This design comes from an exercise in tuning for small area, a short achievable clock period and few clock cycles per item on the open sky130 flow, not from production work. The RTL was checked by simulation tests, not by an equivalence proof against the original design. No activity file was given, so power comes from the tool's default toggle rates.

==> flow/design.v <==
module muldiv_sequencer (
  input  logic        CLK,
  input  logic        RESET_N,
  input  logic        START,
  input  logic        ABORT,
  input  logic [2:0]  OP,
  input  logic [63:0] X,
  input  logic [63:0] Y,
  output logic        BUSY,
  output logic        DONE,
  output logic [63:0] RESULT
);
  localparam int K  = 8;           
  localparam int NM = 64 / K;      
  localparam int W  = 74;          
  logic        s_mul_q, s_mul_d;     
  logic        s_mfin_q, s_mfin_d;   
  logic        s_dneg_q, s_dneg_d;   
  logic        s_dsh_q, s_dsh_d;     
  logic        s_div_q, s_div_d;     
  logic        s_fix_q, s_fix_d;     
  logic [5:0]  cnt_q, cnt_d;
  logic [2:0]  op_q, op_d;
  logic [63:0] m_q, m_d;           
  logic [65:0] s_q, s_d;           
  logic [63:0] r_q, r_d;           
  logic [65:0] c_q, c_d;           
  logic [63:0] lo_q, lo_d;         
  logic [K-1:0] ls_q, ls_d;        
  logic [K-1:0] lc_q, lc_d;        
  logic        cy_q, cy_d;         
  logic [11:0] bo_q, bo_d;         
  logic        xs_q, xs_d;         
  logic        cor_q, cor_d;       
  logic        xneg_q, xneg_d;
  logic        yneg_q, yneg_d;
  logic        yz_q, yz_d;
  logic        nsel_q, nsel_d;     
  logic        msel_q, msel_d;     
  logic [5:0]  px_q, px_d;         
  logic [5:0]  py_q, py_d;         
  logic        busy_q, busy_d;
  logic        done_q, done_d;
  logic is_div, q_res, mulh, mulhsu, mul_lo;
  assign is_div = op_q[2];
  assign q_res  = ~op_q[1];                  
  assign mulh   = (op_q == 3'd1);
  assign mulhsu = (op_q == 3'd2);
  assign mul_lo = (op_q == 3'd0);
  logic div_signed;
  assign div_signed = ~op_q[0];              
  function automatic logic [6:0] topbit(input logic [63:0] v);
    logic [5:0] pos [64];
    logic       nz  [64];
    for (int i = 0; i < 64; i++) begin
      pos[i] = 6'd0;
      nz[i]  = v[i];
    end
    for (int l = 0; l < 6; l++) begin
      for (int i = 0; i < (32 >> l); i++) begin
        pos[i] = nz[2*i+1] ? (pos[2*i+1] | 6'(1 << l)) : pos[2*i];
        nz[i]  = nz[2*i+1] | nz[2*i];
      end
    end
    topbit = {nz[0], pos[0]};
  endfunction
  function automatic logic [2*W-1:0] csa(input logic [W-1:0] a, input logic [W-1:0] b,
                                         input logic [W-1:0] c);
    logic [W-1:0] sm, cr;
    sm  = a ^ b ^ c;
    cr  = ((a & b) | (a & c) | (b & c)) << 1;
    csa = {cr, sm};
  endfunction
  logic [W-1:0]  rows [4];
  logic [W-1:0]  nrow;
  logic [W-1:0]  ts, tc;
  logic [K:0]    lres;
  logic [71:0]   mf_s, mf_c;
  logic [72:0]   mfin;
  function automatic logic [11:0] booth(input logic [8:0] v);
    logic y0, y1, y2;
    for (int i = 0; i < 4; i++) begin
      y0 = v[2*i];
      y1 = v[2*i+1];
      y2 = v[2*i+2];
      booth[3*i]   = y1 ^ y0;
      booth[3*i+1] = (y2 & ~y1 & ~y0) | (~y2 & y1 & y0);
      booth[3*i+2] = y2;
    end
  endfunction
  always_comb begin
    logic [66:0] xe;
    logic [66:0] pp;
    logic        one, two, neg;
    xe   = {{3{xs_q & m_q[63]}}, m_q};
    nrow = W'(1) << 65 | W'(1) << 67 | W'(1) << 69 | W'(1) << 71;
    for (int i = 0; i < 4; i++) begin
      one = bo_q[3*i];
      two = bo_q[3*i+1];
      neg = bo_q[3*i+2];
      pp  = (({67{one}} & xe) | ({67{two}} & {xe[65:0], 1'b0})) ^ {67{neg}};
      pp[66] = ~pp[66];
      rows[i] = W'(pp) << (2 * i);
      nrow[2*i] = neg;
    end
  end
  logic [W-1:0] p0, p1, a0, a1, a2, a3, b0, b1;
  assign {p1, p0} = csa(W'(s_q), W'(c_q), nrow);
  assign {a1, a0} = csa(rows[0], rows[1], rows[2]);
  assign {a3, a2} = csa(rows[3], p0, p1);
  assign {b1, b0} = csa(a0, a1, a2);
  assign {tc, ts} = csa(b0, b1, a3);
  assign lres = {1'b0, ls_q} + {1'b0, lc_q} + {{K{1'b0}}, cy_q};
  always_comb begin
    logic [71:0] a, b, c;
    a = {s_q[63:0], ls_q};
    b = {c_q[63:0], lc_q};
    c = {m_q, 8'd0};               
    mf_s = a ^ b ^ c;
    mf_c = ((a & b) | (a & c) | (b & c)) << 1;
  end
  assign mfin = {1'b0, mf_s} + {1'b0, mf_c} + {72'd0, cy_q};
  logic [65:0] dsum;
  logic        dge;
  logic [63:0] drem;
  assign dsum = {1'b0, s_q[63:0], lo_q[63]} + {2'b11, m_q} + {65'd0, ~yneg_q};
  assign dge  = ~dsum[65];
  assign drem = dge ? dsum[63:0] : {s_q[62:0], lo_q[63]};
  logic        xneg_in, yneg_in, yz_in;
  logic [6:0]  tx_in, ty_in;
  always_comb begin
    xneg_in = OP[2] & ~OP[0] & X[63];
    yneg_in = OP[2] & ~OP[0] & Y[63];
    yz_in   = (Y == 64'd0);
    tx_in   = xneg_in ? topbit({~X[62:0], 1'b1}) : topbit(X);
    ty_in   = yneg_in ? topbit(~Y) : topbit(Y);
  end
  logic [6:0]  dl;
  always_comb begin
    dl = {1'b0, px_q} - {1'b0, py_q};
  end
  logic [5:0]  sh;
  logic [63:0] rot, wrap, dsh_hi, dsh_lo;
  always_comb begin
    sh   = ~dl[5:0];
    rot  = m_q;
    for (int k = 0; k < 6; k++) begin
      if (sh[k]) rot = (rot << (1 << k)) | (rot >> (64 - (1 << k)));
    end
    wrap = ~({64{1'b1}} << sh);
    dsh_hi = rot & wrap;
    dsh_lo = rot & ~wrap;
  end
  logic [63:0] neg_in, neg_out;
  assign neg_in  = nsel_q ? s_q[63:0] : msel_q ? m_q : lo_q;
  assign neg_out = ~neg_in + 64'd1;
  logic need_fix;
  assign need_fix = q_res ? (xneg_q ^ yneg_q) : xneg_q;
  logic idle, go, mlast, dlast, dl_neg, dtriv_fix;
  always_comb begin
    idle      = ~busy_q;
    go        = idle & START & ~ABORT;
    mlast     = (cnt_q[2:0] == 3'(NM - 1));
    dlast     = (cnt_q == 6'd0);
    dl_neg    = dl[6];
    dtriv_fix = ~q_res & xneg_q;     
    s_mul_d  = ~ABORT & ((go & ~OP[2]) | (s_mul_q & ~mlast));
    s_mfin_d = ~ABORT & s_mul_q & mlast;
    s_dneg_d = ~ABORT & go & OP[2] & xneg_in;
    s_dsh_d  = ~ABORT & ((go & OP[2] & ~xneg_in) | s_dneg_q);
    s_div_d  = ~ABORT & ((s_dsh_q & ~yz_q & ~dl_neg) | (s_div_q & ~dlast));
    s_fix_d  = ~ABORT & ((s_dsh_q & ~yz_q & dl_neg & dtriv_fix) | (s_div_q & dlast & need_fix));
    done_d   = ~ABORT & (s_mfin_q | s_fix_q |
                         (s_dsh_q & (yz_q | (dl_neg & ~dtriv_fix))) |
                         (s_div_q & dlast & ~need_fix));
    busy_d   = s_mul_d | s_mfin_d | s_dneg_d | s_dsh_d | s_div_d | s_fix_d;
    nsel_d   = s_fix_d & ~q_res;
    msel_d   = s_dneg_d;
    op_d   = idle ? OP : op_q;
    xs_d   = idle ? ((OP == 3'd1) | (OP == 3'd2)) : xs_q;
    cor_d  = idle ? ((OP != 3'd1) & Y[63]) : cor_q;
    xneg_d = idle ? (xneg_in & ~yz_in) : xneg_q;
    yneg_d = idle ? yneg_in : yneg_q;
    yz_d   = idle ? yz_in : yz_q;
    px_d   = idle ? tx_in[5:0] : px_q;
    py_d   = idle ? ty_in[5:0] : py_q;
    cnt_d  = idle ? 6'd0 : s_mul_q ? cnt_q + 6'd1 : s_dsh_q ? dl[5:0] : cnt_q - 6'd1;
    bo_d   = idle ? booth({Y[7:0], 1'b0}) : booth(lo_q[15:7]);
    ls_d   = {K{~idle}} & ts[K-1:0];
    lc_d   = {K{~idle}} & tc[K-1:0];
    cy_d   = ~idle & lres[K];
    c_d    = {66{s_mul_q}} & tc[W-1:K];
    m_d    = ({64{idle}} & X) |
             ({64{s_dneg_q & ~yz_q}} & neg_out) |
             ({64{s_dsh_q}} & (lo_q ^ {64{~yneg_q}})) |
             ({64{(s_dneg_q & yz_q) | (s_mul_q & (~mlast | cor_q)) |
                  s_mfin_q | s_div_q | s_fix_q}} & m_q);
    s_d    = ({66{idle}} & {1'b1, 65'd0}) |
             ({66{s_mul_q}} & ts[W-1:K]) |
             ({66{s_dsh_q & dl_neg}} & {2'b0, m_q}) |
             ({66{s_dsh_q & ~dl_neg}} & {2'b0, dsh_hi}) |
             ({66{s_div_q}} & {2'b0, drem});
    lo_d   = ({64{idle}} & Y) |
             ({64{s_mul_q}} & {lres[K-1:0], lo_q[63:K]}) |
             ({64{s_mfin_q}} & {mfin[K-1:0], lo_q[63:K]}) |
             ({64{s_dneg_q}} & lo_q) |
             ({64{s_dsh_q}} & dsh_lo) |
             ({64{s_div_q}} & {lo_q[62:0], dge});
    r_d    = ({64{s_mfin_q & mul_lo}} & {mfin[K-1:0], lo_q[63:K]}) |
             ({64{s_mfin_q & ~mul_lo}} & mfin[63+K:K]) |
             ({64{s_dsh_q & yz_q & q_res}}) |
             ({64{s_dsh_q & ((yz_q & ~q_res) | (~yz_q & dl_neg & ~q_res))}} & m_q) |
             ({64{s_div_q & q_res}} & {lo_q[62:0], dge}) |
             ({64{s_div_q & ~q_res}} & drem) |
             ({64{s_fix_q}} & neg_out);
  end
  always_ff @(posedge CLK or negedge RESET_N) begin
    if (!RESET_N) begin
      s_mul_q  <= 1'b0;
      s_mfin_q <= 1'b0;
      s_dneg_q <= 1'b0;
      s_dsh_q  <= 1'b0;
      s_div_q  <= 1'b0;
      s_fix_q  <= 1'b0;
      busy_q   <= 1'b0;
      done_q   <= 1'b0;
    end else begin
      s_mul_q  <= s_mul_d;
      s_mfin_q <= s_mfin_d;
      s_dneg_q <= s_dneg_d;
      s_dsh_q  <= s_dsh_d;
      s_div_q  <= s_div_d;
      s_fix_q  <= s_fix_d;
      busy_q   <= busy_d;
      done_q   <= done_d;
    end
  end
  always_ff @(posedge CLK) begin
    cnt_q  <= cnt_d;
    op_q   <= op_d;
    m_q    <= m_d;
    s_q    <= s_d;
    r_q    <= r_d;
    c_q    <= c_d;
    lo_q   <= lo_d;
    ls_q   <= ls_d;
    lc_q   <= lc_d;
    cy_q   <= cy_d;
    bo_q   <= bo_d;
    xs_q   <= xs_d;
    cor_q  <= cor_d;
    xneg_q <= xneg_d;
    yneg_q <= yneg_d;
    yz_q   <= yz_d;
    nsel_q <= nsel_d;
    msel_q <= msel_d;
    px_q   <= px_d;
    py_q   <= py_d;
  end
  assign BUSY   = busy_q;
  assign DONE   = done_q;
  assign RESULT = r_q;
endmodule
==> flow/run.sh <==
#!/bin/bash
# synth_recipe.tcl (not shown) runs the flow's synth.tcl, then flattens the netlist and writes it again
# the make line also repeats each setting of config.mk as NAME=value (left out here)
make -C /OpenROAD-flow-scripts/flow DESIGN_CONFIG=/design/flow/config.mk WORK_HOME=/design/flow/orfs CLKGATE_MAP_FILE= SYNTH_SCRIPT=/design/flow/synth_recipe.tcl finish
==> flow/config.mk <==
export PLATFORM = sky130hd
export DESIGN_NAME = muldiv_sequencer
export DESIGN_NICKNAME = muldiv_sequencer
export VERILOG_FILES = /design/flow/design.v
export SDC_FILE = /design/flow/constraint.sdc
export NUM_CORES = 4
export LEC_CHECK = 0
export CAP_MARGIN = 20
export CELL_PAD_IN_SITES_DETAIL_PLACEMENT = 1
export CELL_PAD_IN_SITES_GLOBAL_PLACEMENT = 2
export CORE_MARGIN = 2
export CORE_UTILIZATION = 30
export PLACE_DENSITY = 0.45
export SETUP_SLACK_MARGIN = 4.5
export SLEW_MARGIN = 20
export TNS_END_PERCENT = 5
==> flow/constraint.sdc <==
create_clock -name core_clock -period 8.0 [get_ports {CLK}]
set_input_delay 1.6000 -clock core_clock [delete_from_list [all_inputs] [get_ports {CLK}]]
set_output_delay 1.6000 -clock core_clock [all_outputs]
set_load 0.01 [all_outputs]
==> flow_summary.toml, run 1 <==
[outcome]
status = "timing/DRC/antenna clean"

[synth]
ys_dominant_reg_cell = "dfxtp_1"
yosysTopAreaCellShare_pct = 14.9
yosys.area_share.adder_pct = 19.7
syn_nets = 6603
synth_edf_count = 20
syn_avg_cell_area_sq_um = 8.16
yosysSeqAreaShare_pct = 16.5
synth.distinct_cells = 104
synth_top_family_by_area = "compound AO/OA/AOI/OAI gates"
synth_compound_area_share_pct = 25.0
synthSimpleGateAreaFrac_pct = 14.5
synth_warnings = 10
synth_xor_area_share_pct = 9.72
synth_area_sq_um = 48200
synthMuxAreaShare_pct = 7.75
yosys-top-cells-area = "dfxtp_1 (15%), fa_1 (14%), xnor2_1 (8.0%), ha_1 (5.9%), nand2_1 (4.4%)"
yosysTopAreaCell = "dfxtp_1"
ys_ff_latch = 386
netlist_instances = 5908
ys_async_sr_fraction_pct = 2.07

[global_route]
grtUsageTotal_pct = 36.0
grt_remaining_overflow = 0
grt_max_degree = 79
grt_antenna_before_repair = 14
grt_first_pass_wirelength_mm = 417
grt_pass1_vias = 50700

[critical_path]
crit_type = "reg -> reg"
r2r_slack_ps = 3360
cpMostUsedCell = "fa_2"
endpoint_kind = "register"
cp.arrival_ps = 5170
crit_slowest_cell = "o211ai_1"
reg2reg_to = "s_q[52]"
critPathLaunch = "yneg_q"
crit_chain = "inv_2 > fa_2 > fa_2 > a211oi_4 > nor2_4 > o31ai_4 > buf_6 > a21oi_4 > o31a_1 > o211ai_1 > nor3b_4 > o41a_1 > xor2_1 > a21oi_2 > a221o_1"
crit_fanout = 3
required_ps = 8530
r2r_cells = 15
crit_end = "s_q[52]"
r2r_start = "yneg_q"
cp_slowest_stage_delay_ps = 590
start_kind = "register"

[timing]
hold_ws_ps = 574
relSlewSlack_pct = 16.3
fin_tns_setup_ps = 0
fin_crit_sh_pct = 58.0
maxSlewViolCount = 0
setup_violations = 0
finalClockSkew_ps = 21.1
period_minus_slack_ps = 4640
grt_setup_unrepaired = "yes"
max_freq_mhz = 216
timing_hold_violations_final = 0
worst_slew_pin_slew_ps = 1260
setup_slack_ps = 3360

[min_path]
min-delay-path-class = "reg -> reg"

[floorplanning]
start_util_pct = 30.1
die_area_sq_um = 164000
die_x_um = 405
die_h_um = 405
ios = 201
row_count = 147
core_area_sq_um = 160000

[placement]
dpl.cell_count = 7846
pre_cts_slack_ps = 2040
gp_congestion = 0.973
io_buffers = 200
hpwl_mm = 233

[clock_network]
clkTransAtPathRegs_ps = 60
numCtsBuffers = 56
clockBufferDepth = 3
clock_latency_ps = 690
cts_tree = "built"
cts_root_buf = "clkbuf_16"
cts.sinks = 386
htreeDepth = 2

[detailed_routing]
wl_per_cell_um = 37.7
vias = 50800
firstDrtPassIters = 13
drc_errors = 0
wl_mm = 306
viasPerCell = 6.26
ant_nets = 0
drt_iter0_drc = 5760

[job]
maxCapViolCount = 0

[finish]
nets = 6677
multi_input_area_sq_um = 39000
final_cell_mix = "nand2_1 (548), xnor2_1 (435), nor2_1 (391)"
fillCellCount = 18500
register_area_sq_um = 8160
final_layout_size_suffix_gt1_share_pct = 15.8
final_common_cell = "nand2_1"
stdcell_count = 8117
area_growth_pct = 21.2

[power_and_ir_drop]
power_density_nw_per_um2 = 396
vdd_drop_max_v = 0.000299
power_mw = 23.1
p_leak_nw = 22.9
[routing by layer]
metal  part of all wire, %  GRT usage (%)  wire [um]
met1                    43           47.6     130000
met2                    46           58.5     140000
met3                   6.4           5.06      19600
met4                   5.2           15.0      15800
met5                 0.020              0         60
[flip-flops by register name, summed over array words and instances, names as in the netlist, 3 cells and up]
| signal | flops |
|---|---|
| px_q | 6 |
| c_q | 65 |
| lc_q | 6 |
| cnt_q | 6 |
| lo_q | 64 |
| bo_q | 12 |
| m_q | 64 |
| ls_q | 8 |
| op_q | 3 |
| s_q | 66 |
| py_q | 6 |
| r_q | 64 |
[cell families after synthesis]
group,count (synthesis)
AOI/OAI and AO/OA,1743
and+or+nand+nor,1529
buffers and inverters,861
adders and majority gates,560
xor gates and xnor gates,535
DFF,386
muxes,294
[critical path, delay by kind of cell, from the launching register on]
family	cells	cell delay (ps)
adders and majority gates	2	780
DFF	1	370
and+or+nand+nor	2	460
AOI/OAI and AO/OA	8	2380
xor gates and xnor gates	1	220
buffers and inverters	2	240
[worst min path at each step]
stage	from	cells past startpoint	to	slack, ps
6_report	m_q[15]	2	r_q[15]	570
5_1_grt	m_q[15]	2	r_q[15]	590
4_1_cts	m_q[31]	2	m_q[31]	600
3_5_place_dp	cnt_q[3]	2	cnt_q[3]	610
3_3_place_gp	cnt_q[3]	2	cnt_q[3]	630
2_1_floorplan	s_mul_q	0	s_q[64]	380
[synth_stat cells (23+ instances only)]
cell type	n
mux2_2	26
clkbuf_1	446
a221oi_1	33
a21oi_1	354
nand3_1	166
a221o_1	81
mux2i_1	182
dfxtp_1	358
o221ai_1	54
nor4_1	38
and3_1	27
a222oi_1	154
mux4_2	53
nand4_1	75
xor2_1	93
a31oi_1	39
o21a_1	38
nor3_1	75
a22oi_1	258
o211ai_1	45
fa_1	332
inv_1	327
and2_1	39
a211oi_1	32
ha_1	228
xnor2_1	442
nand2_1	566
nand2b_1	24
o21bai_1	36
nor2b_1	34
nor2_1	406
a21o_1	75
o31ai_1	23
buf_1	67
o21ai_0	383
[what timing repair did]
item                       in CTS  in global routing
resized for setup             275                318
pin swaps                      36                 69
hold buffers                    0                  0
setup buffers                  73                 77
gates cloned                   10                  4
setup endpoints to repair     272                247
[power breakdown]
group          total, mW  internal, mW  switching, mW
registers           3.10          2.35          0.756
logic               17.1          6.31           10.8
clock network       2.89          1.72           1.17
[stage by stage]
step           instance area [sq um]  utilization, %
6_report                       58500            36.5
5_1_grt                        58500            36.5
4_1_cts                        56600            35.4
3_5_place_dp                   52600            32.9
3_3_place_gp                   52600            32.9
2_1_floorplan                  48500               -
[final cells by class]
cell class              instances  share of cell area [%]
diodes                          4                  0.0171
clock buffers                  75                    2.80
clock inverters                28                   0.655
inverters                     330                    2.13
multi-input cells            4663                    66.8
flip-flops and latches        386                    14.0
well taps                    2086                    4.46
repair buffers                545                    9.20
Testbench counts, summed over its fixed seeds: cycles 36,078, ops 3,200.
==> inputs of run 2 (changes only) <==
--- a/flow/config.mk
+++ b/flow/config.mk
@@ -11,6 +11,6 @@
 export CORE_MARGIN = 2
 export CORE_UTILIZATION = 30
 export PLACE_DENSITY = 0.45
-export SETUP_SLACK_MARGIN = 4.5
+export SETUP_SLACK_MARGIN = 4.3
 export SLEW_MARGIN = 20
-export TNS_END_PERCENT = 5
+export TNS_END_PERCENT = 25
==> run 2 against run 1 <==
Maximum frequency shrank 2.7%; worst setup slack got worse by 130 ps; synthesized area stayed put; core utilization decreased by 0.26 points; global-route usage is 0.050 points higher; clock skew rose by 2.4 ps; still clean on timing, DRC and antenna; register-to-register slack worse by 130 ps; wire length shrank 0.83%; combinational power barely moved; highest routed layer is now met4.
==> flow_summary.toml, run 2 <==
[global_route]
grt_pass1_vias = 51200
grt_first_pass_wirelength_mm = 418
grt_remaining_overflow = 0
grt_antenna_before_repair = 11
grt_max_degree = 76
grtUsageTotal_pct = 36.1

[synth]
synth.cells.most_frequent = "nand2_1 (566), clkbuf_1 (446), xnor2_1 (442), nor2_1 (406), o21ai_0 (383)"
yosysTopAreaCellShare_pct = 14.9
synth_area_sq_um = 48200
post-synth-top-count-cell = "nand2_1"
yosysSeqAreaShare_pct = 16.5
ys_ff_latch = 386
ys_dominant_reg_cell = "dfxtp_1"
yosys-top-cells-area = "dfxtp_1 (15%), fa_1 (14%), xnor2_1 (8.0%), ha_1 (5.9%), nand2_1 (4.4%)"
netlist_instances = 5908
synth.distinct_cells = 104
ys_async_sr_fraction_pct = 2.07
synth_edf_count = 20
syn_nets = 6603
synth_warnings = 10
yosysTopAreaCell = "dfxtp_1"
syn_avg_cell_area_sq_um = 8.16

[clock_network]
cts_root_buf = "clkbuf_16"
cts_tree = "built"
clkTransAtPathRegs_ps = 60
htreeDepth = 2
clock_latency_ps = 700
numCtsBuffers = 58
holdBufCountCts = 0
clockBufferDepth = 3
cts.sinks = 386

[power_and_ir_drop]
comb_power_share_pct = 74.5
clock_power_share_pct = 12.1
seqPwrFrac_pct = 13.4
power_switching_mw = 12.8
p_leak_nw = 22.5
power_density_nw_per_um2 = 400
power_mw = 23.2
swShare_pct = 55.1
vdd_drop_max_v = 0.000276
p_int_mw = 10.4

[critical_path]
r2r_cells = 17
crit_end = "r_q[60]"
crit_type = "reg -> reg"
critPathLaunch = "yneg_q"
cp.arrival_ps = 5350
crit_fanout = 5
reg2reg_to = "r_q[60]"
r2r_slack_ps = 3240
required_ps = 8580
endpoint_kind = "register"
start_kind = "register"
r2r_start = "yneg_q"

[finish]
register_area_sq_um = 8130
multi_input_area_sq_um = 38900
final_cell_mix = "nand2_1 (544), xnor2_1 (434), nor2_1 (383)"
fin_area_sq_um = 58100
final_common_cell = "nand2_1"
reg_top3 = "s_q: 66 flops, c_q: 65 flops"
area_growth_pct = 20.4
nets = 6662
largest_reg_flops = 66
final_layout_size_suffix_gt1_share_pct = 15.0
fillCellCount = 18500
top_register = "s_q"

[detailed_routing]
wl_mm = 303
ant_nets = 0
wl_per_cell_um = 37.4
firstDrtPassIters = 11
vias = 50400
drc_errors = 0
viasPerCell = 6.22
drt_iter0_drc = 5432

[placement]
io_buffers = 200
gp_congestion = 0.993
hpwl_mm = 235
dpl_cell_area_sq_um = 52700
pre_cts_slack_ps = 1820

[timing]
relSlewSlack_pct = 19.0
max_freq_mhz = 210
hold_ws_ps = 541
grt_setup_unrepaired = "yes"
timing_hold_violations_final = 0
maxSlewViolCount = 0
fin_crit_sh_pct = 59.6
setup_violations = 0
fin_tns_setup_ps = 0
setup_slack_ps = 3240
period_minus_slack_ps = 4760
worst_slew_pin_slew_ps = 1210
finalClockSkew_ps = 23.5

[floorplanning]
core_area_sq_um = 160000
die_x_um = 405
row_count = 147
die_h_um = 405
start_util_pct = 30.1
ios = 201
die_area_sq_um = 164000

[job]
maxCapViolCount = 0

[outcome]
status = "timing/DRC/antenna clean"

[min_path]
min-delay-path-class = "reg -> reg"
==> run 2: cell count changes in the layout (fill, tap and decap cells not counted), moves of 11 or more <==
| cell | before | now |
|---|---|---|
| nor4_1 | 23 | 36 |
| clkdlybuf4s50_1 | 148 | 200 |
| ha_2 | 22 | 9 |
| dlymetal6s2s_1 | 40 | 0 |
| buf_4 | 272 | 254 |
| ha_1 | 190 | 207 |
| o221ai_2 | 3 | 20 |
| nor4_4 | 14 | 2 |
| dfxtp_4 | 38 | 27 |
| o221ai_1 | 48 | 32 |
| o21ai_0 | 339 | 323 |
==> run 2: worst min path at each step <==
stage,from,to,slack (ps),cells after the start
6_report,m_q[1],m_q[1],540,1
5_1_grt,m_q[1],m_q[1],550,1
4_1_cts,m_q[1],m_q[1],540,1
3_5_place_dp,cnt_q[3],cnt_q[3],620,2
3_3_place_gp,m_q[25],m_q[25],610,2
2_1_floorplan,s_mul_q,s_q[64],380,0
==> run 2: layer usage <==
layer	track usage [%]	routed length, um
met5	0	0
met4	17.0	16500
met3	4.18	17400
met2	58.4	139000
met1	47.7	131000
==> run 2: final cells by class <==
class	count	area share, %
clock inverter	17	0.375
clock buffer	88	3.03
timing repair buffer	528	8.93
multi-input combinational	4663	67.0
sequential	386	14.0
inverter	330	2.16
tap	2086	4.50
antenna	6	0.0259
==> run 2: timing repair <==
action | CTS | global route
setup endpoints to repair | 242 | 213
resized for setup | 362 | 147
cloned | 12 | 3
setup buffers | 89 | 26
pin swaps | 59 | 32
==> run 2: logic make-up (layout without fill, tap and decap cells) <==
family / count (synthesis) / in the layout / synth area share (%)
AND/OR/NAND/NOR: 1529 / 1529 / 14.5
XOR/XNOR: 535 / 536 / 9.72
other: 0 / 6 / 0
buffers and inverters: 861 / 963 / 6.88
multiplexers: 294 / 294 / 7.75
flip-flops: 386 / 386 / 16.5
adder cells (fa/ha/maj): 560 / 560 / 19.7
AO/OA/AOI/OAI: 1743 / 1744 / 25.0
==> run 2: power by group through the flow <==
stage | clock (mW) | combinational, mW | sequential (mW)
2_1_floorplan | 0 | 9.58 | 2.68
3_3_place_gp | 0 | 15.8 | 3.13
3_5_place_dp | 0 | 15.8 | 3.13
4_1_cts | 2.86 | 16.9 | 3.08
5_1_grt | 2.92 | 18.8 | 3.13
6_report | 2.81 | 17.3 | 3.10
==> run 2: stage by stage <==
step                      utilization [%]  cells
after floorplan                         -   5908
after detailed placement             32.9   7863
after global routing                 36.3   8099
final                                36.3   8104
after CTS                            35.7   8069
after global placement               32.9   7862
==> run 2: critical path: stages (launching register included) <==
cell and delay, ps:
edfxtp_1 400, buf_12 120, clkinvlp_4 150, fa_2 440, fa_2 400, a211oi_2 250
nor2_2 90, o31ai_4 190, buf_6 160, a21oi_4 60, o31a_1 410, o211ai_1 570
nor3b_4 390, o41a_1 200, buf_6 160, o31ai_4 60, a41o_1 260, a221o_1 320
==> inputs of run 3 (changes only) <==
--- a/flow/design.v
+++ b/flow/design.v
@@ -19,6 +19,7 @@
   logic        s_dsh_q, s_dsh_d;     
   logic        s_div_q, s_div_d;     
   logic        s_fix_q, s_fix_d;     
+  logic        s_mcor_q, s_mcor_d;   
   logic [5:0]  cnt_q, cnt_d;
   logic [2:0]  op_q, op_d;
   logic [63:0] m_q, m_d;           
@@ -75,7 +76,6 @@
   logic [W-1:0]  nrow;
   logic [W-1:0]  ts, tc;
   logic [K:0]    lres;
-  logic [71:0]   mf_s, mf_c;
   logic [72:0]   mfin;
   function automatic logic [11:0] booth(input logic [8:0] v);
     logic y0, y1, y2;
@@ -111,19 +111,11 @@
   assign {b1, b0} = csa(a0, a1, a2);
   assign {tc, ts} = csa(b0, b1, a3);
   assign lres = {1'b0, ls_q} + {1'b0, lc_q} + {{K{1'b0}}, cy_q};
-  always_comb begin
-    logic [71:0] a, b, c;
-    a = {s_q[63:0], ls_q};
-    b = {c_q[63:0], lc_q};
-    c = {m_q, 8'd0};               
-    mf_s = a ^ b ^ c;
-    mf_c = ((a & b) | (a & c) | (b & c)) << 1;
-  end
-  assign mfin = {1'b0, mf_s} + {1'b0, mf_c} + {72'd0, cy_q};
+  assign mfin = {1'b0, s_q[63:0], ls_q} + {1'b0, c_q[63:0], lc_q} + {72'd0, cy_q};
   logic [65:0] dsum;
   logic        dge;
   logic [63:0] drem;
-  assign dsum = {1'b0, s_q[63:0], lo_q[63]} + {2'b11, m_q} + {65'd0, ~yneg_q};
+  assign dsum = {1'b0, s_q[63:0], lo_q[63]} + {2'b11, m_q};
   assign dge  = ~dsum[65];
   assign drem = dge ? dsum[63:0] : {s_q[62:0], lo_q[63]};
   logic        xneg_in, yneg_in, yz_in;
@@ -156,7 +148,7 @@
   assign neg_out = ~neg_in + 64'd1;
   logic need_fix;
   assign need_fix = q_res ? (xneg_q ^ yneg_q) : xneg_q;
-  logic idle, go, mlast, dlast, dl_neg, dtriv_fix;
+  logic idle, go, mlast, dlast, dl_neg, dtriv_fix, mcor;
   always_comb begin
     idle      = ~busy_q;
     go        = idle & START & ~ABORT;
@@ -164,16 +156,18 @@
     dlast     = (cnt_q == 6'd0);
     dl_neg    = dl[6];
     dtriv_fix = ~q_res & xneg_q;     
+    mcor      = cor_q & ~mul_lo;
     s_mul_d  = ~ABORT & ((go & ~OP[2]) | (s_mul_q & ~mlast));
     s_mfin_d = ~ABORT & s_mul_q & mlast;
+    s_mcor_d = ~ABORT & s_mfin_q & mcor;
     s_dneg_d = ~ABORT & go & OP[2] & xneg_in;
     s_dsh_d  = ~ABORT & ((go & OP[2] & ~xneg_in) | s_dneg_q);
     s_div_d  = ~ABORT & ((s_dsh_q & ~yz_q & ~dl_neg) | (s_div_q & ~dlast));
     s_fix_d  = ~ABORT & ((s_dsh_q & ~yz_q & dl_neg & dtriv_fix) | (s_div_q & dlast & need_fix));
-    done_d   = ~ABORT & (s_mfin_q | s_fix_q |
+    done_d   = ~ABORT & ((s_mfin_q & ~mcor) | s_mcor_q | s_fix_q |
                          (s_dsh_q & (yz_q | (dl_neg & ~dtriv_fix))) |
                          (s_div_q & dlast & ~need_fix));
-    busy_d   = s_mul_d | s_mfin_d | s_dneg_d | s_dsh_d | s_div_d | s_fix_d;
+    busy_d   = s_mul_d | s_mfin_d | s_mcor_d | s_dneg_d | s_dsh_d | s_div_d | s_fix_d;
     nsel_d   = s_fix_d & ~q_res;
     msel_d   = s_dneg_d;
     op_d   = idle ? OP : op_q;
@@ -186,17 +180,18 @@
     py_d   = idle ? ty_in[5:0] : py_q;
     cnt_d  = idle ? 6'd0 : s_mul_q ? cnt_q + 6'd1 : s_dsh_q ? dl[5:0] : cnt_q - 6'd1;
     bo_d   = idle ? booth({Y[7:0], 1'b0}) : booth(lo_q[15:7]);
-    ls_d   = {K{~idle}} & ts[K-1:0];
-    lc_d   = {K{~idle}} & tc[K-1:0];
-    cy_d   = ~idle & lres[K];
-    c_d    = {66{s_mul_q}} & tc[W-1:K];
+    ls_d   = {K{s_mul_q}} & ts[K-1:0];
+    lc_d   = {K{s_mul_q}} & tc[K-1:0];
+    cy_d   = s_mul_q & lres[K];
+    c_d    = ({66{s_mul_q}} & tc[W-1:K]) | ({66{s_mfin_q}} & {2'b0, m_q});
     m_d    = ({64{idle}} & X) |
              ({64{s_dneg_q & ~yz_q}} & neg_out) |
-             ({64{s_dsh_q}} & (lo_q ^ {64{~yneg_q}})) |
-             ({64{(s_dneg_q & yz_q) | (s_mul_q & (~mlast | cor_q)) |
-                  s_mfin_q | s_div_q | s_fix_q}} & m_q);
+             ({64{s_dsh_q & yneg_q}} & lo_q) |
+             ({64{s_dsh_q & ~yneg_q}} & neg_out) |
+             ({64{(s_dneg_q & yz_q) | s_mul_q | s_mfin_q | s_div_q | s_fix_q}} & m_q);
     s_d    = ({66{idle}} & {1'b1, 65'd0}) |
              ({66{s_mul_q}} & ts[W-1:K]) |
+             ({66{s_mfin_q}} & {2'b0, mfin[63+K:K]}) |
              ({66{s_dsh_q & dl_neg}} & {2'b0, m_q}) |
              ({66{s_dsh_q & ~dl_neg}} & {2'b0, dsh_hi}) |
              ({66{s_div_q}} & {2'b0, drem});
@@ -207,7 +202,7 @@
              ({64{s_dsh_q}} & dsh_lo) |
              ({64{s_div_q}} & {lo_q[62:0], dge});
     r_d    = ({64{s_mfin_q & mul_lo}} & {mfin[K-1:0], lo_q[63:K]}) |
-             ({64{s_mfin_q & ~mul_lo}} & mfin[63+K:K]) |
+             ({64{(s_mfin_q | s_mcor_q) & ~mul_lo}} & mfin[63+K:K]) |
              ({64{s_dsh_q & yz_q & q_res}}) |
              ({64{s_dsh_q & ((yz_q & ~q_res) | (~yz_q & dl_neg & ~q_res))}} & m_q) |
              ({64{s_div_q & q_res}} & {lo_q[62:0], dge}) |
@@ -222,6 +217,7 @@
       s_dsh_q  <= 1'b0;
       s_div_q  <= 1'b0;
       s_fix_q  <= 1'b0;
+      s_mcor_q <= 1'b0;
       busy_q   <= 1'b0;
       done_q   <= 1'b0;
     end else begin
@@ -231,6 +227,7 @@
       s_dsh_q  <= s_dsh_d;
       s_div_q  <= s_div_d;
       s_fix_q  <= s_fix_d;
+      s_mcor_q <= s_mcor_d;
       busy_q   <= busy_d;
       done_q   <= done_d;
     end
--- a/flow/config.mk
+++ b/flow/config.mk
@@ -11,6 +11,6 @@
 export CORE_MARGIN = 2
 export CORE_UTILIZATION = 30
 export PLACE_DENSITY = 0.45
-export SETUP_SLACK_MARGIN = 4.3
+export SETUP_SLACK_MARGIN = 4.5
 export SLEW_MARGIN = 20
-export TNS_END_PERCENT = 25
+export TNS_END_PERCENT = 5
==> run 3 against run 2 <==
First-iteration DRC count rose by 20%; combinational power barely moved; critical endpoint is now px_q[3]; die area is 4.0% lower; design area is 1.6% higher; worst setup slack improved by 630 ps; critical path type is now in -> reg; still clean; total power is 0.48% lower; maximum frequency increased by 15%.
==> flow_summary.toml, run 3 <==
[outcome]
status = "timing/DRC/antenna clean"

[detailed_routing]
wl_per_cell_um = 40.6
vias = 53100
drt_iter0_drc = 6503
firstDrtPassIters = 11
wl_mm = 335
drc_errors = 0
ant_nets = 0
viasPerCell = 6.45

[clock_network]
htreeDepth = 2
numCtsBuffers = 55
clock_latency_ps = 700
clockBufferDepth = 3
cts.sinks = 387
clkTransAtPathRegs_ps = 70
holdBufCountCts = 0
cts_tree = "built"
cts_root_buf = "clkbuf_16"

[finish]
top_register = "s_q"
final_cell_mix = "nand2_1 (751), xnor2_1 (346), inv_1 (336)"
reg_top3 = "s_q: 66 flops, c_q: 65 flops"
final_layout_size_suffix_gt1_share_pct = 18.8
largest_reg_flops = 66
final_common_cell = "nand2_1"
fin_util_pct = 38.4
area_growth_pct = 27.5
fin_area_sq_um = 59000
nets = 6710

[synth]
yosysTopAreaCellShare_pct = 15.5
syn_nets = 6489
ys_ff_latch = 387
yosys-top-cells-area = "dfxtp_1 (15%), fa_1 (11%), xnor2_1 (6.7%), nand2_1 (6.2%), mux2i_1 (5.3%)"
synth.distinct_cells = 97
synth_edf_count = 20
yosysTopAreaCell = "dfxtp_1"
netlist_instances = 5925
ys_async_sr_fraction_pct = 2.33
syn_avg_cell_area_sq_um = 7.81
post-synth-top-count-cell = "nand2_1"
synth.cells.most_frequent = "nand2_1 (770), clkbuf_1 (393), o21ai_0 (376), a21oi_1 (359), dfxtp_1 (358)"
synth_area_sq_um = 46300
synth_warnings = 10
yosysSeqAreaShare_pct = 17.3
ys_dominant_reg_cell = "dfxtp_1"

[min_path]
whs_path_depth = 2
min-delay-path-class = "reg -> reg"

[timing]
max_freq_mhz = 242
fin_crit_sh_pct = 51.7
maxSlewViolCount = 0
setup_violations = 0
relSlewSlack_pct = 18.6
worst_slew_pin_slew_ps = 1210
grt_setup_unrepaired = "yes"
period_minus_slack_ps = 4140
fin_tns_setup_ps = 0
finalClockSkew_ps = 22.7
timing_hold_violations_final = 0

[critical_path]
cpMostUsedCell = "nand2_1"
cp.arrival_ps = 4640
crit_chain = "clkdlybuf4s50_1 > nand2_1 > nor2_1 > nand2_1 > nor3_4 > and2_1 > o21ai_0 > a41oi_1"
crit_type = "in -> reg"
cp_slowest_stage_delay_ps = 940
crit_fanout = 7
start_kind = "primary input"
crit_slowest_cell = "clkdlybuf4s50_1"
required_ps = 8500
endpoint_kind = "register"
r2r_cells = 8

[power_and_ir_drop]
power_density_nw_per_um2 = 392
vdd_drop_max_v = 0.000264
p_leak_nw = 22.4

[job]
maxCapViolCount = 0

[floorplanning]
ios = 201
die_h_um = 397
die_x_um = 397
start_util_pct = 30.1
die_area_sq_um = 157000
row_count = 144
core_area_sq_um = 154000

[placement]
dpl_cell_area_sq_um = 50900
hpwl_mm = 252
io_buffers = 200
gp_congestion = 1.01

[global_route]
grt_pass1_vias = 53000
grtUsageTotal_pct = 40.8
grt_antenna_before_repair = 20
grt_max_degree = 74
grt_first_pass_wirelength_mm = 451
grt_remaining_overflow = 0
==> run 3: cell count changes in the layout (fill, tap and decap cells not counted), sizes merged, moves of 31 or more <==
cell	delta
mux4	-41
nor2	-56
clkdlybuf4s50	-51
xnor2	-90
buf	+104
fa	-68
a221oi	+31
ha	-63
nand2	+205
o211ai	+52
mux2i	+59
==> run 3: path summary, 6_finish.rpt <==
check	from	end	slack (ps)
min	lo_q[35]	lo_q[27]	520
min reg2reg	lo_q[35]	lo_q[27]	520
max reg2reg	bo_q[6]	s_q[0]	3910
max in group asynchronous	RESET_N	s_mfin_q	6370
min in group asynchronous	RESET_N	busy_q	1250
max	X[46]	px_q[3]	3860
==> run 3: logic make-up after synthesis <==
kind of cell	after synthesis	share of synthesized area, %
and+or+nand+nor	1658	16.0
DFF	387	17.3
xor gates and xnor gates	455	8.61
AOI/OAI and AO/OA	1859	28.0
muxes	317	7.42
buffers and inverters	820	6.79
adders and majority gates	429	15.9
==> run 3: stage by stage <==
stage	std cells	hold WS, ps	worst slack (ps)	total power [mW]
CTS	8200	522	4050	22.4
detailed placement	7906	523	2540	17.8
global placement	7898	502	2460	17.8
global route	8234	549	3850	24.4
finish	8238	523	3860	23.1
floorplan	5925	422	4430	11.2
==> run 3: critical path, delay by kind of cell <==
kind	cells	cell delay, ps
and+or+nand+nor	5	1310
buffers and inverters	1	940
AOI/OAI and AO/OA	2	770
==> run 3: area by class of cell <==
type                            count  area (sq um)
Fill cell                       17900         94700
Multi-Input combinational cell   4720         38600
Sequential cell                   387          8140
Timing Repair Buffer              637          6540
Tap cell                         2044          2560
Clock buffer                       80          1630
Inverter                          345          1310
Clock inverter                     21           244
Antenna cell                        4          10.0
==> run 3: layer usage <==
layer | track usage [%] | share of wire (%)
met1 | 52.7 | 41
met2 | 62.9 | 43
met3 | 7.71 | 8.0
met4 | 24.6 | 7.6
met5 | 0 | 0.027
==> run 3: what timing repair did <==
action	CTS	global route
pin swaps	92	41
setup buffers	182	27
setup endpoints to repair	310	246
cloned	11	7
gates resized for setup	729	214
==> run 3: power by group <==
group	internal (mW)	leakage, nW	total, mW	switching [mW]
Combinational	6.50	18.1	17.3	10.8
Clock	1.57	0.934	2.72	1.16
Sequential	2.37	3.27	3.06	0.686
Total	10.4	22.4	23.1	12.7
Testbench counts of run 3, summed over its fixed seeds: cycles 36,360, ops 3,200.
==> inputs of run 4 (changes only) <==
--- a/flow/config.mk
+++ b/flow/config.mk
@@ -11,6 +11,6 @@
 export CORE_MARGIN = 2
 export CORE_UTILIZATION = 30
 export PLACE_DENSITY = 0.45
-export SETUP_SLACK_MARGIN = 4.5
+export SETUP_SLACK_MARGIN = 5.0
 export SLEW_MARGIN = 20
-export TNS_END_PERCENT = 5
+export TNS_END_PERCENT = 10
==> run 4 against run 3 <==
Sequential share of layout area fell by 0.66 points; global-route usage grew 1.2 points; still clean; worst setup slack better by 94 ps; largest cell class unchanged; sequential power is 2% lower; via count increased by 2.2%; clock-buffer cell count down 2; wire length up 3.0%; first-iteration DRC count grew 6.5%; design area increased by 5.4%.
==> flow_summary.toml, run 4 <==
[outcome]
status = "timing/DRC/antenna clean"

[floorplanning]
row_count = 144
ios = 201
start_util_pct = 30.1
die_h_um = 397
die_x_um = 397
die_area_sq_um = 157000
core_area_sq_um = 154000

[clock_network]
cts.sinks = 387
cts_root_buf = "clkbuf_16"
holdBufCountCts = 0
htreeDepth = 2
numCtsBuffers = 57
clock_latency_ps = 720
cts_tree = "built"
clkTransAtPathRegs_ps = 60
clockBufferDepth = 3

[critical_path]
start_kind = "register"
cp_top_family = "compound AO/OA/AOI/OAI gates"
cp_slowest_stage_delay_ps = 780
reg2reg_to = "s_q[11]"
r2r_slack_ps = 3960
cpMostUsedCell = "buf_12"
r2r_start = "px_q[0]"
crit_type = "reg -> reg"
path_buf_inv = 6
crit_slowest_cell = "fa_4"
cp.arrival_ps = 4600
critPathLaunch = "px_q[0]"
crit_fanout = 7
endpoint_kind = "register"
crit_chain = "inv_1 > ha_2 > inv_2 > fa_4 > buf_12 > buf_12 > buf_12 > mux2i_4 > a21oi_1 > mux2i_1 > mux2i_1 > nand2_1 > o21ai_0 > buf_4 > o211ai_1 > o211ai_1"
r2r_cells = 16
required_ps = 8550

[timing]
max_freq_mhz = 247
fin_tns_setup_ps = 0
relSlewSlack_pct = 11.4
setup_slack_ps = 3960
timing_hold_violations_final = 0
hold_ws_ps = 517
maxSlewViolCount = 0
period_minus_slack_ps = 4040
worst_slew_pin_slew_ps = 1320
fin_crit_sh_pct = 50.5
setup_violations = 0
grt_setup_unrepaired = "yes"
finalClockSkew_ps = 55.2

[synth]
syn_avg_cell_area_sq_um = 7.81
synth_edf_count = 20
synth_warnings = 10
synth_area_sq_um = 46300
synth.cells.most_frequent = "nand2_1 (770), clkbuf_1 (393), o21ai_0 (376), a21oi_1 (359), dfxtp_1 (358)"
yosysTopAreaCellShare_pct = 15.5
ys_ff_latch = 387
ys_dominant_reg_cell = "dfxtp_1"
post-synth-top-count-cell = "nand2_1"
ys_async_sr_fraction_pct = 2.33
syn_nets = 6489
yosysSeqAreaShare_pct = 17.3
synth.distinct_cells = 97
yosysTopAreaCell = "dfxtp_1"
netlist_instances = 5925
yosys-top-cells-area = "dfxtp_1 (15%), fa_1 (11%), xnor2_1 (6.7%), nand2_1 (6.2%), mux2i_1 (5.3%)"

[min_path]
hp-start = "m_q[1]"
hold_end = "m_q[1]"
whs_path_depth = 2
min-delay-path-class = "reg -> reg"

[finish]
final_layout_size_suffix_gt1_share_pct = 25.8
final_common_cell = "nand2_1"
final_cell_mix = "nand2_1 (734), buf_4 (418), inv_1 (335), xnor2_1 (335), nor2_1 (299)"
stdcell_count = 8379
fin_util_pct = 40.5
largest_reg_flops = 66
top_register = "s_q"
reg_top3 = "s_q: 66 flops, c_q: 65 flops"
fillCellCount = 17800
nets = 6848
area_growth_pct = 34.4
fin_area_sq_um = 62200

[global_route]
grt_first_pass_wirelength_mm = 461
grt_antenna_before_repair = 22
grt_pass1_vias = 53400
grt_max_degree = 83
grtUsageTotal_pct = 42.0
grt_remaining_overflow = 0

[detailed_routing]
firstDrtPassIters = 13
drt_iter0_drc = 6927
vias = 54300
ant_nets = 0
viasPerCell = 6.48
wl_per_cell_um = 41.1
wl_mm = 345
drc_errors = 0

[placement]
gp_congestion = 1.02
dpl_cell_area_sq_um = 51400
pre_cts_slack_ps = 2590
io_buffers = 200
hpwl_mm = 254
dpl.cell_count = 7915

[power_and_ir_drop]
vdd_drop_max_v = 0.000261
power_mw = 24.1
p_leak_nw = 23.7
power_density_nw_per_um2 = 388

[job]
maxCapViolCount = 0
==> run 4: cell types whose count changed in the layout (fill, tap and decap cells not counted), moves of 21 or more <==
cell             previous run  this run
clkbuf_4                    0        22
clkdlybuf4s50_1           149        73
ha_1                      110        79
a22oi_1                   273       243
clkbuf_2                   11        40
o21ai_0                   291       261
a22oi_2                     7        37
buf_4                     317       418
buf_6                      33        54
==> run 4: how the worst max path moves through the flow <==
stage | slack, ps | depth (start not counted) | end
floorplan | 4530 | 16 | r_q[56]
global placement | 2240 | 13 | s_q[2]
detailed placement | 2590 | 13 | s_q[2]
CTS | 4000 | 9 | py_q[0]
global route | 3930 | 16 | s_q[11]
finish | 3960 | 16 | s_q[11]
==> run 4: cell type report <==
type | instances | area, sq um | share of cell area (%)
Multi-Input combinational cell | 4720 | 40200 | 64.7
Inverter | 345 | 1320 | 2.12
Clock buffer | 78 | 1660 | 2.66
Antenna cell | 4 | 10.0 | 0.0161
Clock inverter | 28 | 284 | 0.457
Timing Repair Buffer | 773 | 7960 | 12.8
Tap cell | 2044 | 2560 | 4.11
Sequential cell | 387 | 8180 | 13.1
==> run 4: logic make-up after synthesis <==
family	Yosys count	share of synthesized area (%)
AO/OA/AOI/OAI	1859	28.0
XOR/XNOR	455	8.61
adder cells (fa/ha/maj)	429	15.9
buffers and inverters	820	6.79
flip-flops	387	17.3
multiplexers	317	7.42
AND/OR/NAND/NOR	1658	16.0
==> run 4: tightest hold or removal path, stage by stage (launching register included) <==
cell	delay, ps
dfxtp_4	370
nand2_1	60
nand2_1	40
==> run 4: layer usage <==
| metal | track usage, % | up-vias | wire length, um |
|---|---|---|---|
| li1 | - | 22500 | - |
| met1 | 53.3 | 27800 | 136000 |
| met2 | 64.1 | 3109 | 148000 |
| met3 | 9.30 | 924 | 32000 |
| met4 | 27.6 | 14 | 28700 |
| met5 | 0 | - | 80 |
==> run 4: repair_timing <==
action | 4_1_cts | 5_1_grt
cloned | 23 | 4
pin swaps | 102 | 149
resized for setup | 706 | 908
setup endpoints to repair | 407 | 392
buffers inserted | 189 | 135
==> run 4: where the power goes <==
| part | leakage (nW) | switching [mW] | internal, mW | total, mW |
|---|---|---|---|---|
| sequential | 3.28 | 0.631 | 2.38 | 3.01 |
| combinational | 19.5 | 11.5 | 6.86 | 18.3 |
| clock | 0.942 | 1.20 | 1.58 | 2.78 |
| total | 23.7 | 13.3 | 10.8 | 24.1 |
==> inputs of run 5 (changes only) <==
--- a/flow/config.mk
+++ b/flow/config.mk
@@ -11,6 +11,6 @@
 export CORE_MARGIN = 2
 export CORE_UTILIZATION = 30
 export PLACE_DENSITY = 0.45
-export SETUP_SLACK_MARGIN = 5.0
+export SETUP_SLACK_MARGIN = 4.2
 export SLEW_MARGIN = 20
-export TNS_END_PERCENT = 10
+export TNS_END_PERCENT = 5
==> run 5 against run 4 <==
Still clean on timing, DRC and antenna; combinational power is 11% lower; core utilization is 3.7 points lower; flip-flop and latch count stayed put; first-iteration DRC count is 7.2% lower; final cell count is 2.8% lower; die area stayed put; worst hold slack worse by 6.2 ps; critical path type is now in -> reg; largest power group unchanged.
==> flow_summary.toml, run 5 <==
[synth]
syn_nets = 6489
netlist_instances = 5925
yosysTopAreaCell = "dfxtp_1"
synth_warnings = 10
ys_async_sr_fraction_pct = 2.33
yosysSeqAreaShare_pct = 17.3
synth_edf_count = 20
yosysTopAreaCellShare_pct = 15.5
synth_area_sq_um = 46300
ys_dominant_reg_cell = "dfxtp_1"
post-synth-top-count-cell = "nand2_1"
syn_avg_cell_area_sq_um = 7.81
ys_ff_latch = 387
synth.cells.most_frequent = "nand2_1 (770), clkbuf_1 (393), o21ai_0 (376), a21oi_1 (359), dfxtp_1 (358)"
yosys-top-cells-area = "dfxtp_1 (15%), fa_1 (11%), xnor2_1 (6.7%), nand2_1 (6.2%), mux2i_1 (5.3%)"
synth.distinct_cells = 97

[finish]
reg_top3 = "s_q: 66 flops, c_q: 65 flops"
final_common_cell = "nand2_1"
final_layout_size_suffix_gt1_share_pct = 14.9
top_register = "s_q"
final_cell_mix = "nand2_1 (756), xnor2_1 (347), inv_1 (338)"
nets = 6610
stdcell_count = 8145
area_growth_pct = 22.3
largest_reg_flops = 66

[critical_path]
r2r_cells = 10
endpoint_kind = "register"
crit_fanout = 7
reg2reg_to = "s_q[63]"
crit_type = "in -> reg"
r2r_start = "s_q[59]"
r2r_slack_ps = 3900
required_ps = 8450
cp.arrival_ps = 4550
start_kind = "primary input"

[detailed_routing]
firstDrtPassIters = 10
wl_mm = 326
ant_nets = 0
viasPerCell = 6.47
drc_errors = 0
vias = 52700
wl_per_cell_um = 40.0
drt_iter0_drc = 6426

[timing]
timing_hold_violations_final = 0
grt_setup_unrepaired = "yes"
fin_tns_setup_ps = 0
fin_crit_sh_pct = 51.3
setup_violations = 0
finalClockSkew_ps = 40.4
relSlewSlack_pct = 24.3
max_freq_mhz = 244
period_minus_slack_ps = 4110
worst_slew_pin_slew_ps = 1120
maxSlewViolCount = 0

[clock_network]
clockBufferDepth = 3
cts.sinks = 387
clkTransAtPathRegs_ps = 60
htreeDepth = 2
holdBufCountCts = 0
clock_latency_ps = 720
cts_root_buf = "clkbuf_16"
numCtsBuffers = 57
cts_tree = "built"

[min_path]
min-delay-path-class = "reg -> reg"
hp-start = "m_q[9]"
whs_path_depth = 2
hold_end = "m_q[9]"

[power_and_ir_drop]
p_leak_nw = 21.4
power_density_nw_per_um2 = 387
swShare_pct = 55.6
comb_power_share_pct = 74.1
power_switching_mw = 12.2
p_int_mw = 9.72
clock_power_share_pct = 12.1
seqPwrFrac_pct = 13.8
vdd_drop_max_v = 0.000196

[global_route]
grt_max_degree = 99
met2_usage_pct = 61.1
grt_antenna_before_repair = 21
grtUsageTotal_pct = 40.1
grt_remaining_overflow = 0
grt_pass1_vias = 52000
grt_first_pass_wirelength_mm = 444
use_met1_pct = 53.1
use_met3_pct = 6.91
gr-max-usage-layer = "met2"

[job]
maxCapViolCount = 0

[floorplanning]
ios = 201
start_util_pct = 30.1
die_x_um = 397
die_h_um = 397
core_area_sq_um = 154000
row_count = 144
die_area_sq_um = 157000

[outcome]
status = "timing/DRC/antenna clean"

[placement]
hpwl_mm = 248
gp_congestion = 1.01
io_buffers = 200
dpl.cell_count = 7892
run 5: cell count changes in the layout (fill, tap and decap cells not counted), moves of 41 or more:
cell	change
ha_1	+56
clkdlybuf4s50_1	+100
ha_4	-49
o21ai_0	+41
buf_4	-172
run 5: cell families (layout without fill, tap and decap cells):
logic type	after synthesis	after routing	share of synthesized area [%]
DFF	387	387	17.3
adders and majority gates	429	429	15.9
other	0	6	0
xor gates and xnor gates	455	455	8.61
and+or+nand+nor	1658	1658	16.0
AOI/OAI and AO/OA	1859	1859	28.0
buffers and inverters	820	990	6.79
muxes	317	317	7.42
run 5: critical path, stage by stage:
cell and delay [ps]:
clkdlybuf4s50_1 730, nor4_1 550, nand3_2 310, a21oi_1 370, a2111oi_0 140, nor3_1 350
nor3_1 130, o31ai_1 250, a21oi_1 110
run 5: cell type report:
cell class | instances | area [sq um]
fillers | 18000 | 97100
multi-input cells | 4718 | 37300
flip-flops and latches | 387 | 8110
repair buffers | 537 | 5530
well taps | 2044 | 2560
clock buffers | 83 | 1650
inverters | 345 | 1310
clock inverters | 25 | 180
diodes | 6 | 15.0
run 5: through the flow:
stage	worst slack, ps	cell area (sq um)	utilization, %	hold slack (ps)	total power, mW
detailed placement	2570	50800	33.1	493	17.7
global placement	2500	50800	33.1	479	17.6
finish	3890	56600	36.8	511	21.9
global route	3880	56600	36.8	542	23.3
CTS	4020	55700	36.2	507	21.5
floorplan	4200	46300	-	422	11.2
run 5: power groups by stage:
stage                     combinational (mW)  clock (mW)  sequential, mW
final                                   16.2        2.65            3.01
after CTS                               15.9        2.67            2.99
after global placement                  14.5           0            3.10
after floorplan                         8.57           0            2.67
after global routing                    17.5        2.75            3.02
after detailed placement                14.6           0            3.10
run 5: worst max path at each step:
| stage | start | endpoint | slack (ps) | cells past startpoint |
|---|---|---|---|---|
| after CTS | px_q[0] | s_q[10] | 4020 | 16 |
| after global routing | px_q[0] | s_q[8] | 3880 | 17 |
| after floorplan | bo_q[5] | s_q[35] | 4200 | 12 |
| final | X[17] | px_q[1] | 3890 | 9 |
| after detailed placement | px_q[0] | s_q[9] | 2570 | 13 |
| after global placement | px_q[0] | s_q[9] | 2500 | 13 |
run 5: repair_timing:
action | CTS | global route
pin swaps | 45 | 21
cloned | 5 | 2
resized for setup | 460 | 164
endpoints found under the setup margin | 240 | 200
setup buffers | 107 | 25
run 5: per-layer routing:
layer	vias to the layer above	share of wire, %
li1	22000	-
met1	27400	42
met2	2647	43
met3	679	7.8
met4	12	7.0
met5	-	0.024
==> inputs of run 6 (changes only) <==
--- a/flow/config.mk
+++ b/flow/config.mk
@@ -11,6 +11,6 @@
 export CORE_MARGIN = 2
 export CORE_UTILIZATION = 30
 export PLACE_DENSITY = 0.45
-export SETUP_SLACK_MARGIN = 4.2
+export SETUP_SLACK_MARGIN = 3.9
 export SLEW_MARGIN = 20
 export TNS_END_PERCENT = 5
==> run 6 against run 5 <==
Final cell count decreased by 0.41%; synthesized cell count unchanged; flip-flop and latch count unchanged; register-to-register slack worse by 510 ps; maximum frequency shrank 11%; critical path depth up 2; core utilization fell by 0.82 points; critical endpoint is now s_q[63].
==> flow_summary.toml, run 6 <==
[outcome]
status = "timing/DRC/antenna clean"

[synth]
synth_warnings = 10
yosysTopAreaCell = "dfxtp_1"
synth_edf_count = 20
syn_avg_cell_area_sq_um = 7.81
synth_area_sq_um = 46300
syn_nets = 6489
ys_dominant_reg_cell = "dfxtp_1"
ys_async_sr_fraction_pct = 2.33
ys_ff_latch = 387
synth.cells.most_frequent = "nand2_1 (770), clkbuf_1 (393), o21ai_0 (376), a21oi_1 (359), dfxtp_1 (358)"
post-synth-top-count-cell = "nand2_1"
yosysSeqAreaShare_pct = 17.3
synth.distinct_cells = 97
netlist_instances = 5925
yosys-top-cells-area = "dfxtp_1 (15%), fa_1 (11%), xnor2_1 (6.7%), nand2_1 (6.2%), mux2i_1 (5.3%)"
yosysTopAreaCellShare_pct = 15.5

[floorplanning]
die_x_um = 397
core_area_sq_um = 154000
row_count = 144
ios = 201
start_util_pct = 30.1
die_area_sq_um = 157000
die_h_um = 397

[power_and_ir_drop]
vdd_drop_max_v = 0.000280
p_leak_nw = 21.1
swShare_pct = 55.8
power_density_nw_per_um2 = 393
power_mw = 21.7
comb_power_share_pct = 73.3
seqPwrFrac_pct = 14.0
clock_power_share_pct = 12.7
p_int_mw = 9.60
power_switching_mw = 12.1

[critical_path]
start_kind = "register"
crit_fanout = 12
r2r_slack_ps = 3390
reg2reg_to = "s_q[63]"
critPathLaunch = "s_q[59]"
required_ps = 8570
r2r_start = "s_q[59]"
cp.arrival_ps = 5180
r2r_cells = 11
endpoint_kind = "register"
crit_end = "s_q[63]"
crit_type = "reg -> reg"

[global_route]
grt_first_pass_wirelength_mm = 442
grt_max_degree = 160
grt_remaining_overflow = 0
use_met1_pct = 52.1
grt_pass1_vias = 51800
met2_usage_pct = 61.5
grtUsageTotal_pct = 40.0
grt_antenna_before_repair = 19
use_met3_pct = 7.98
gr-max-usage-layer = "met2"

[finish]
final_cell_mix = "nand2_1 (765), xnor2_1 (348), inv_1 (339)"
reg_top3 = "s_q: 66 flops, c_q: 65 flops"
final_layout_size_suffix_gt1_share_pct = 12.8
final_common_cell = "nand2_1"
top_register = "s_q"
area_growth_pct = 19.6
nets = 6578
largest_reg_flops = 66

[timing]
fin_tns_setup_ps = 0
worst_slew_pin_slew_ps = 1180
maxSlewViolCount = 0
finalClockSkew_ps = 26.5
relSlewSlack_pct = 20.9
setup_violations = 0
period_minus_slack_ps = 4610
timing_hold_violations_final = 0
fin_crit_sh_pct = 57.6
grt_setup_unrepaired = "yes"
max_freq_mhz = 217

[detailed_routing]
wl_per_cell_um = 40.2
wl_mm = 326
drc_errors = 0
ant_nets = 0
firstDrtPassIters = 9
drt_iter0_drc = 6177
viasPerCell = 6.43
vias = 52200

[clock_network]
numCtsBuffers = 57
clock_latency_ps = 710
cts_tree = "built"
cts_root_buf = "clkbuf_16"
cts.sinks = 387
clockBufferDepth = 3
holdBufCountCts = 0
clkTransAtPathRegs_ps = 70
htreeDepth = 2

[min_path]
min-delay-path-class = "reg -> reg"
hp-start = "lo_q[42]"

[placement]
gp_congestion = 0.999
io_buffers = 200
hpwl_mm = 250

[job]
maxCapViolCount = 0
run 6: cell types whose count changed in the layout (fill, tap and decap cells not counted), moves of 8 or more:
cell	previous run	this run
buf_12	51	31
clkdlybuf4s50_1	173	196
dlygate4sd2_1	8	0
dlymetal6s2s_1	12	4
ha_1	135	149
ha_2	22	13
mux2i_1	178	190
mux2i_4	25	11
nand2_1	756	765
nand2_2	14	4
o21ai_0	302	315
o21ai_1	48	37
o21ai_2	25	35
o21ai_4	14	2
run 6: critical path: stages (launching register included):
cell and delay (ps):
dfxtp_1 590, ha_1 640, nand4_1 670, nor4_1 1080
and3_1 330, a221oi_1 100, o21ai_0 190, a31oi_1 100
buf_4 230, xnor2_1 190, a222oi_1 220, o21ai_0 130
run 6: repair_timing:
item	CTS	global route
buffers inserted	52	41
endpoints found under the setup margin	225	170
gates cloned	2	5
pin swaps	15	30
gates resized for setup	168	207
run 6: layout make-up:
class	instances	area (sq um)
Clock inverter	28	300
Antenna cell	6	15.0
Fill cell	18200	98300
Inverter	345	1300
Multi-Input combinational cell	4720	36500
Timing Repair Buffer	503	4960
Sequential cell	387	8090
Clock buffer	79	1600
Tap cell	2044	2560
run 6: how the worst min path moves through the flow:
| stage | end | depth (start not counted) |
|---|---|---|
| 2_1_floorplan | s_q[64] | 0 |
| 3_3_place_gp | lo_q[42] | 2 |
| 3_5_place_dp | lo_q[42] | 2 |
| 4_1_cts | lo_q[42] | 2 |
| 5_1_grt | lo_q[42] | 2 |
| 6_report | lo_q[42] | 2 |
run 6: power by group through the flow:
stage | combinational [mW] | sequential, mW | clock (mW)
after detailed placement | 14.7 | 3.12 | 0
after floorplan | 8.57 | 2.67 | 0
after global routing | 17.1 | 3.04 | 2.85
after global placement | 14.6 | 3.13 | 0
final | 15.9 | 3.03 | 2.76
after CTS | 15.3 | 3.03 | 2.78
run 6: metrics by stage:
stage                     instance area [sq um]  instances  worst slack (ps)  util [%]  hold WS (ps)
after floorplan                           46300       5925              4150         -           422
after global placement                    50800       7890              2340      33.1           505
after detailed placement                  50900       7899              2440      33.1           516
after CTS                                 54000       8060              3680      35.2           531
after global routing                      55300       8106              3700      36.0           570
final                                     55300       8112              3390      36.0           529
run 6: logic make-up (layout without fill, tap and decap cells):
group | Yosys count | count (layout) | synth area share (%)
fa+ha+maj | 429 | 429 | 15.9
other cells | 0 | 6 | 0
compound gates | 1859 | 1859 | 28.0
buf+inv | 820 | 955 | 6.79
simple gates | 1658 | 1659 | 16.0
flops | 387 | 387 | 17.3
xor+xnor | 455 | 456 | 8.61
mux | 317 | 317 | 7.42
run 6: metal layers:
layer	vias to the layer above	wire, um	share of wire (%)
met3	693	24900	7.6
met1	27100	136000	42
li1	21900	-	-
met5	-	111	0.034
met2	2492	141000	43
met4	18	23400	7.2
==> inputs of run 7 (changes only) <==
--- a/flow/config.mk
+++ b/flow/config.mk
@@ -7,10 +7,10 @@
 export LEC_CHECK = 0
 export CAP_MARGIN = 20
 export CELL_PAD_IN_SITES_DETAIL_PLACEMENT = 1
-export CELL_PAD_IN_SITES_GLOBAL_PLACEMENT = 2
+export CELL_PAD_IN_SITES_GLOBAL_PLACEMENT = 1
 export CORE_MARGIN = 2
-export CORE_UTILIZATION = 30
-export PLACE_DENSITY = 0.45
-export SETUP_SLACK_MARGIN = 3.9
+export CORE_UTILIZATION = 35
+export PLACE_DENSITY = 0.55
+export SETUP_SLACK_MARGIN = 4.5
 export SLEW_MARGIN = 20
 export TNS_END_PERCENT = 5
==> run 7 against run 6 <==
Clock skew is 14 ps higher; still clean; critical path type is now in -> reg; maximum frequency up 9.4%; worst setup slack better by 400 ps; design area grew 3.1%; critical endpoint is now px_q[2]; die area shrank 14%; first-iteration DRC count increased by 14%; largest power group unchanged.
==> flow_summary.toml, run 7 <==
[finish]
final_layout_size_suffix_gt1_share_pct = 15.9
area_growth_pct = 23.3
reg_top3 = "s_q: 66 flops, c_q: 65 flops"
largest_reg_flops = 66
final_common_cell = "nand2_1"
final_cell_mix = "nand2_1 (753), xnor2_1 (346), inv_1 (335)"
fillCellCount = 15400
nets = 6647
top_register = "s_q"
register_area_sq_um = 8170
multi_input_area_sq_um = 37600

[critical_path]
required_ps = 8530
r2r_slack_ps = 3830
endpoint_kind = "register"
crit_fanout = 7
start_kind = "primary input"
crit_type = "in -> reg"
cp.arrival_ps = 4750

[detailed_routing]
drt_iter0_drc = 7035
firstDrtPassIters = 12
viasPerCell = 6.77
wl_per_cell_um = 39.6
top_layer = "met5"
wl_mm = 313
drc_errors = 0
vias = 53400
ant_nets = 0
met2WireLength_mm = 132
route.met3.wl_mm = 30.7
wl_met1_mm = 122

[synth]
synth_area_sq_um = 46300
yosys-top-cells-area = "dfxtp_1 (15%), fa_1 (11%), xnor2_1 (6.7%), nand2_1 (6.2%), mux2i_1 (5.3%)"
yosysSeqAreaShare_pct = 17.3
ys_ff_latch = 387
netlist_instances = 5925
yosysTopAreaCell = "dfxtp_1"
yosysTopAreaCellShare_pct = 15.5
post-synth-top-count-cell = "nand2_1"
syn_nets = 6489
ys_dominant_reg_cell = "dfxtp_1"
synth_warnings = 10
synth_edf_count = 20
ys_async_sr_fraction_pct = 2.33
synth.cells.most_frequent = "nand2_1 (770), clkbuf_1 (393), o21ai_0 (376), a21oi_1 (359), dfxtp_1 (358)"
synth.distinct_cells = 97
syn_avg_cell_area_sq_um = 7.81

[global_route]
grt_max_degree = 74
grt_antenna_before_repair = 30
grt_remaining_overflow = 0
grt_first_pass_wirelength_mm = 418
grt_pass1_vias = 52100
grtUsageTotal_pct = 43.2

[clock_network]
clkTransAtPathRegs_ps = 60
cts.sinks = 387
numCtsBuffers = 55
holdBufCountCts = 0
htreeDepth = 2
clockBufferDepth = 3
cts_root_buf = "clkbuf_16"
clock_latency_ps = 700
cts_tree = "built"

[timing]
fin_crit_sh_pct = 52.7
worst_slew_pin_slew_ps = 1210
grt_setup_unrepaired = "yes"
relSlewSlack_pct = 17.3
setup_violations = 0
max_freq_mhz = 237
finalClockSkew_ps = 40.2
period_minus_slack_ps = 4210
maxSlewViolCount = 0
timing_hold_violations_final = 0
fin_tns_setup_ps = 0

[floorplanning]
die_h_um = 368
row_count = 133
die_x_um = 368
start_util_pct = 35.2
die_area_sq_um = 135000
ios = 201
core_area_sq_um = 131000

[power_and_ir_drop]
p_leak_nw = 21.6
power_density_nw_per_um2 = 393
power_mw = 22.4
vdd_drop_max_v = 0.000350

[placement]
io_buffers = 200
gp_congestion = 1.04
hpwl_mm = 227

[job]
maxCapViolCount = 0

[outcome]
status = "timing/DRC/antenna clean"

[min_path]
min-delay-path-class = "reg -> reg"
-- run 7: final cells by class --
type                    instances  share of cell area, %
multi-input cells            4718                   65.9
flip-flops and latches        387                   14.3
repair buffers                576                   10.3
well taps                    1755                   3.85
clock buffers                  84                   2.85
inverters                     345                   2.29
clock inverters                19                  0.469
diodes                          9                 0.0395
-- run 7: critical path, cell delays in order --
cell,delay [ps]
clkdlybuf4s50_1,720
or4_1,810
a31oi_1,590
o21ai_0,300
a21oi_1,230
o21ai_0,90
nand2_1,130
nand2_1,70
a21oi_1,190
-- run 7: cell families after synthesis --
| family | Yosys count | share of synthesized area, % |
|---|---|---|
| compound gates | 1859 | 28.0 |
| simple gates | 1658 | 16.0 |
| buf+inv | 820 | 6.79 |
| xor+xnor | 455 | 8.61 |
| fa+ha+maj | 429 | 15.9 |
| flops | 387 | 17.3 |
| mux | 317 | 7.42 |
-- run 7: routing by layer --
layer	vias up	global-route usage [%]
met4	22	28.5
li1	22000	-
met3	955	10.2
met1	27300	54.9
met2	3188	65.2
met5	-	0
-- run 7: final timing paths --
kind | startpoint | end | depth (start not counted)
min in group asynchronous | RESET_N | s_dsh_q | 1
worst max-delay path | X[26] | px_q[2] | 9
worst min-delay path | m_q[63] | m_q[63] | 2
max in group asynchronous | RESET_N | s_mfin_q | 1
worst min register to register | m_q[63] | m_q[63] | 2
worst max register to register | px_q[2] | s_q[41] | 10
-- run 7: repair_timing --
action,CTS,global route
buffers inserted,71,99
gates cloned,4,13
pin swaps,32,88
resized for setup,277,399
setup endpoints to repair,321,270
-- run 7: where the power goes --
part	total, mW	leakage [nW]	switching [mW]	internal [mW]
Combinational	16.6	17.4	10.4	6.22
Clock	2.72	0.934	1.13	1.59
Sequential	3.10	3.28	0.721	2.38
-- run 7: stage by stage --
stage	instances	setup WS [ps]	hold WS (ps)	util, %	area, sq um
floorplan	5925	4430	422	-	46300
global placement	7592	2500	526	38.4	50400
detailed placement	7594	2430	527	38.4	50400
CTS	7772	3840	540	41.2	54100
global route	7885	3800	543	43.4	57000
finish	7893	3790	532	43.4	57000

Check on run 7: ideal ports give 3.787 ns setup slack; a clkbuf_16 on the clock port and buf_2 on the inputs give 3.835 ns; moving port delays by the midpoint clock arrival (0.760 ns) as well gives 3.082 ns.
